What follows belongs to an exercise in optimizing a design on an open flow for small area, a short achievable clock period and few clock cycles per item; a production flow would make more cautious choices. At most, simulation tests tie the RTL to the original design; equivalence was not proved.

run a:
Design ooo_core, start of the top module:
module ooo_core (
    input  wire logic        clk,
    input  wire logic        i_arst_n,
    input  wire logic        i_disp_valid,
    input  wire logic [2:0]  i_disp_op,
    input  wire logic [4:0]  i_disp_rdst,
    input  wire logic [31:0] i_disp_a,
    input  wire logic [31:0] i_disp_b,
    output logic             o_disp_ready,
    output logic             o_ret_valid,
    output logic [4:0]       o_ret_rdst,
    output logic [2:0]       o_ret_tag,
    output logic [31:0]      o_ret_data,
    input  wire logic        i_ret_ready
);
==> module ooo_core, before the edit <==
module ooo_core (
    input  wire logic        clk,
    input  wire logic        i_arst_n,
    input  wire logic        i_disp_valid,
    input  wire logic [2:0]  i_disp_op,
    input  wire logic [4:0]  i_disp_rdst,
    input  wire logic [31:0] i_disp_a,
    input  wire logic [31:0] i_disp_b,
    output logic             o_disp_ready,
    output logic             o_ret_valid,
    output logic [4:0]       o_ret_rdst,
    output logic [2:0]       o_ret_tag,
    output logic [31:0]      o_ret_data,
    input  wire logic        i_ret_ready
);
    function automatic logic [31:0] rev32(logic [31:0] v);
        for (int i = 0; i < 32; i++) rev32[i] = v[31-i];
    endfunction
    logic        en;
    logic        take;
    logic        is_mul, is_shift, is_addsub, is_sub;
    logic [31:0] a0;
    logic [15:0] one0, two0, neg0;
    logic [32:0] bx;
    logic [31:0] bs;
    assign is_mul    = (i_disp_op == 3'd7);
    assign is_shift  = (i_disp_op == 3'd5) | (i_disp_op == 3'd6);
    assign is_addsub = (i_disp_op == 3'd0) | (i_disp_op == 3'd1);
    assign is_sub    = (i_disp_op == 3'd1);
    assign bs        = i_disp_b ^ {32{is_sub}};
    always_comb begin
        case (i_disp_op)
            3'd2:    a0 = i_disp_a & i_disp_b;
            3'd3:    a0 = i_disp_a | i_disp_b;
            3'd4:    a0 = i_disp_a ^ i_disp_b;
            3'd6:    a0 = rev32(i_disp_a);
            default: a0 = i_disp_a;
        endcase
    end
    assign bx = {i_disp_b, 1'b0};
    always_comb begin
        for (int j = 0; j < 16; j++) neg0[j] = bx[2*j+2] & is_mul;
    end
    always_comb begin
        for (int j = 0; j < 16; j++) begin
            if (is_mul) begin
                one0[j] = bx[2*j+1] ^ bx[2*j];
                two0[j] = (bx[2*j+2] & ~bx[2*j+1] & ~bx[2*j]) | (~bx[2*j+2] & bx[2*j+1] & bx[2*j]);
            end else if (is_shift) begin
                one0[j] = (i_disp_b[4:1] == 4'(j)) & ~i_disp_b[0];
                two0[j] = (i_disp_b[4:1] == 4'(j)) & i_disp_b[0];
            end else begin
                one0[j] = (j == 0);
                two0[j] = 1'b0;
            end
        end
    end
    logic        v1;
    logic [31:0] a1;
    logic [15:0] one1, two1, neg1;
    logic [4:0]  rdst1;
    logic        rev1;
    logic [31:0] x1;
    logic        xinc1;
    always_ff @(posedge clk or negedge i_arst_n) begin
        if (!i_arst_n) v1 <= 1'b0;
        else if (en)   v1 <= i_disp_valid;
    end
    always_ff @(posedge clk) begin
        if (en) begin
            a1    <= a0;
            one1  <= one0;
            two1  <= two0;
            neg1  <= neg0;
            rdst1 <= i_disp_rdst;
            rev1  <= (i_disp_op == 3'd6);
            x1    <= bs & {32{is_addsub}};
            xinc1 <= is_sub;
        end
    end
    logic [rob_pkg::CS_BITS-1:0] cs1;
    mul_unit u_mul (
        .a      (a1),
        .i_one  (one1),
        .i_two  (two1),
        .i_neg  (neg1),
        .i_x    (x1),
        .i_xinc (xinc1),
        .o_cs   (cs1)
    );
    logic        v2;
    logic [rob_pkg::CS_BITS-1:0] cs2;
    logic [4:0]  rdst2;
    logic        rev2;
    always_ff @(posedge clk or negedge i_arst_n) begin
        if (!i_arst_n) v2 <= 1'b0;
        else if (en)   v2 <= v1;
    end
    always_ff @(posedge clk) begin
        if (en) begin
            cs2   <= cs1;
            rdst2 <= rdst1;
            rev2  <= rev1;
        end
    end
    logic [31:0] sum2;
    mul_final u_final (
        .i_cs  (cs2),
        .o_sum  (sum2)
    );
    logic        out_v;
    logic [36:0] out_q;
    logic        out_rev;
    logic [2:0]  tag_q;
    assign take = out_v & i_ret_ready;
    assign en   = ~out_v | i_ret_ready;
    always_ff @(posedge clk or negedge i_arst_n) begin
        if (!i_arst_n) begin
            out_v <= 1'b0;
            tag_q <= 3'd0;
        end else begin
            if (take) tag_q <= tag_q + 3'd1;
            if (en)   out_v <= v2;
        end
    end
    always_ff @(posedge clk) begin
        if (en) begin
            out_q   <= {rdst2, sum2};
            out_rev <= rev2;
        end
    end
    assign o_disp_ready = en;
    assign o_ret_valid  = out_v;
    assign o_ret_rdst   = out_q[36:32];
    assign o_ret_data   = out_rev ? rev32(out_q[31:0]) : out_q[31:0];
    assign o_ret_tag    = tag_q;
endmodule
Settings: LEC_CHECK=0, CAP_MARGIN=20, CORE_MARGIN=2, CORE_UTILIZATION=40, SETUP_SLACK_MARGIN=2.8, SLEW_MARGIN=20; clock period 6.5 ns.
standard.sh (not shown) runs the stock make flow with config.mk's settings and CLKGATE_MAP_FILE= SYNTH_SCRIPT=/design/flow/synth_recipe.tcl, a recipe that flattens the netlist after the stock synthesis.
==> flow/flow/run.sh <==
#!/bin/bash
# The standard layout (standard.sh, unchanged ORFS steps), with one synthesis option:
# SYNTH_ARGS=-noabc skips the quick "abc -fast" inside Yosys's generic synth, so that
# extract_fa meets the carry-save adder tree as the RTL writes it and maps it onto
# full-adder cells without inverters between them. The main ABC mapping still runs.
# Registers and their names are the same as the standard synthesis's.
# Port buffers: every input and output port still gets its own buffer, but the smallest
# plain buffer rather than a delay buffer; the resizer upsizes the ones that need it.
set -euo pipefail
cd "$(dirname "${BASH_SOURCE[0]}")/.."
export SYNTH_ARGS="-noabc"
export BUFFER_PORTS_ARGS="-buffer_cell sky130_fd_sc_hd__buf_1"
bash standard.sh > flow_standard.log 2>&1
Modified inputs, run b compared to run a
--- a/flow/design.v
+++ b/flow/design.v
@@ -1372,7 +1372,8 @@
     end
     assign bx = {i_disp_b, 1'b0};
     always_comb begin
-        for (int j = 0; j < 16; j++) neg0[j] = bx[2*j+2] & is_mul;
+        neg0[0] = bx[2] & is_mul;
+        for (int j = 1; j < 16; j++) neg0[j] = (bx[2*j+2] & is_mul) | (bs[16+j] & is_addsub);
     end
     always_comb begin
         for (int j = 0; j < 16; j++) begin
@@ -1393,8 +1394,8 @@
     logic [15:0] one1, two1, neg1;
     logic [4:0]  rdst1;
     logic        rev1;
-    logic [31:0] x1;
-    logic        xinc1;
+    logic [16:0] x1;
+    logic        xrow1, xinc1;
     always_ff @(posedge clk or negedge i_arst_n) begin
         if (!i_arst_n) v1 <= 1'b0;
         else if (en)   v1 <= i_disp_valid;
@@ -1407,7 +1408,8 @@
             neg1  <= neg0;
             rdst1 <= i_disp_rdst;
             rev1  <= (i_disp_op == 3'd6);
-            x1    <= bs & {32{is_addsub}};
+            x1    <= bs[16:0] & {17{is_addsub}};
+            xrow1 <= is_addsub;
             xinc1 <= is_sub;
         end
     end
@@ -1417,7 +1419,7 @@
         .i_one  (one1),
         .i_two  (two1),
         .i_neg  (neg1),
-        .i_x    (x1),
+        .i_x    ({neg1[15:1] & {15{xrow1}}, x1}),
         .i_xinc (xinc1),
         .o_cs   (cs1)
     );
[summary]
Re clock buffer count in the final layout: run b is 4 down on run a. Count of plain and timing-repair buffers in the layout was higher in the run labelled run b. Between run a and run b, the cell count went down. [compare] base=run a new=run b: count of flip-flops with a built-in enable after synthesis -14; xor/xnor cell area share of the yosys netlist ~0 delta.
Testbench counts of run b, summed over its fixed seeds: cycles 9,148, items 8,000.
No functional check of the RTL was part of run a.

==> afterwards: timing with drivers on the ports <==
In the flow no input, the clock included, has a driving cell. The finished layouts below were timed again as built, in two steps.
Step 1 (the two cells are an assumption about what drives the block):
set clk [get_ports {clk}]
set_driving_cell -lib_cell sky130_fd_sc_hd__clkbuf_16 $clk
set_driving_cell -lib_cell sky130_fd_sc_hd__buf_2 [delete_from_list [all_inputs] $clk]
Step 2 times the ports against the registers' clock, not the clock port: input delays grow and output delays shrink by t, the midpoint of the rising clock arrivals with the driver on.
a / b / c = ideal / step 1 / step 2; a / b = the first two.
run | t, ns | setup WS [ns] | worst hold slack (ns) | worst setup path after step 2
run a | 0.652 | 2.885 / 2.885 / 2.830 | 0.418 / 0.418 / 0.418 | input to register
run b | 0.639 | 2.855 / 2.855 / 2.841 | 0.415 / 0.415 / 0.415 | input to register
After both steps every run listed still meets setup and hold. For run a, which loses most, drivers alone change the setup slack by 0.000 ns; drivers and shift together by -0.055 ns.
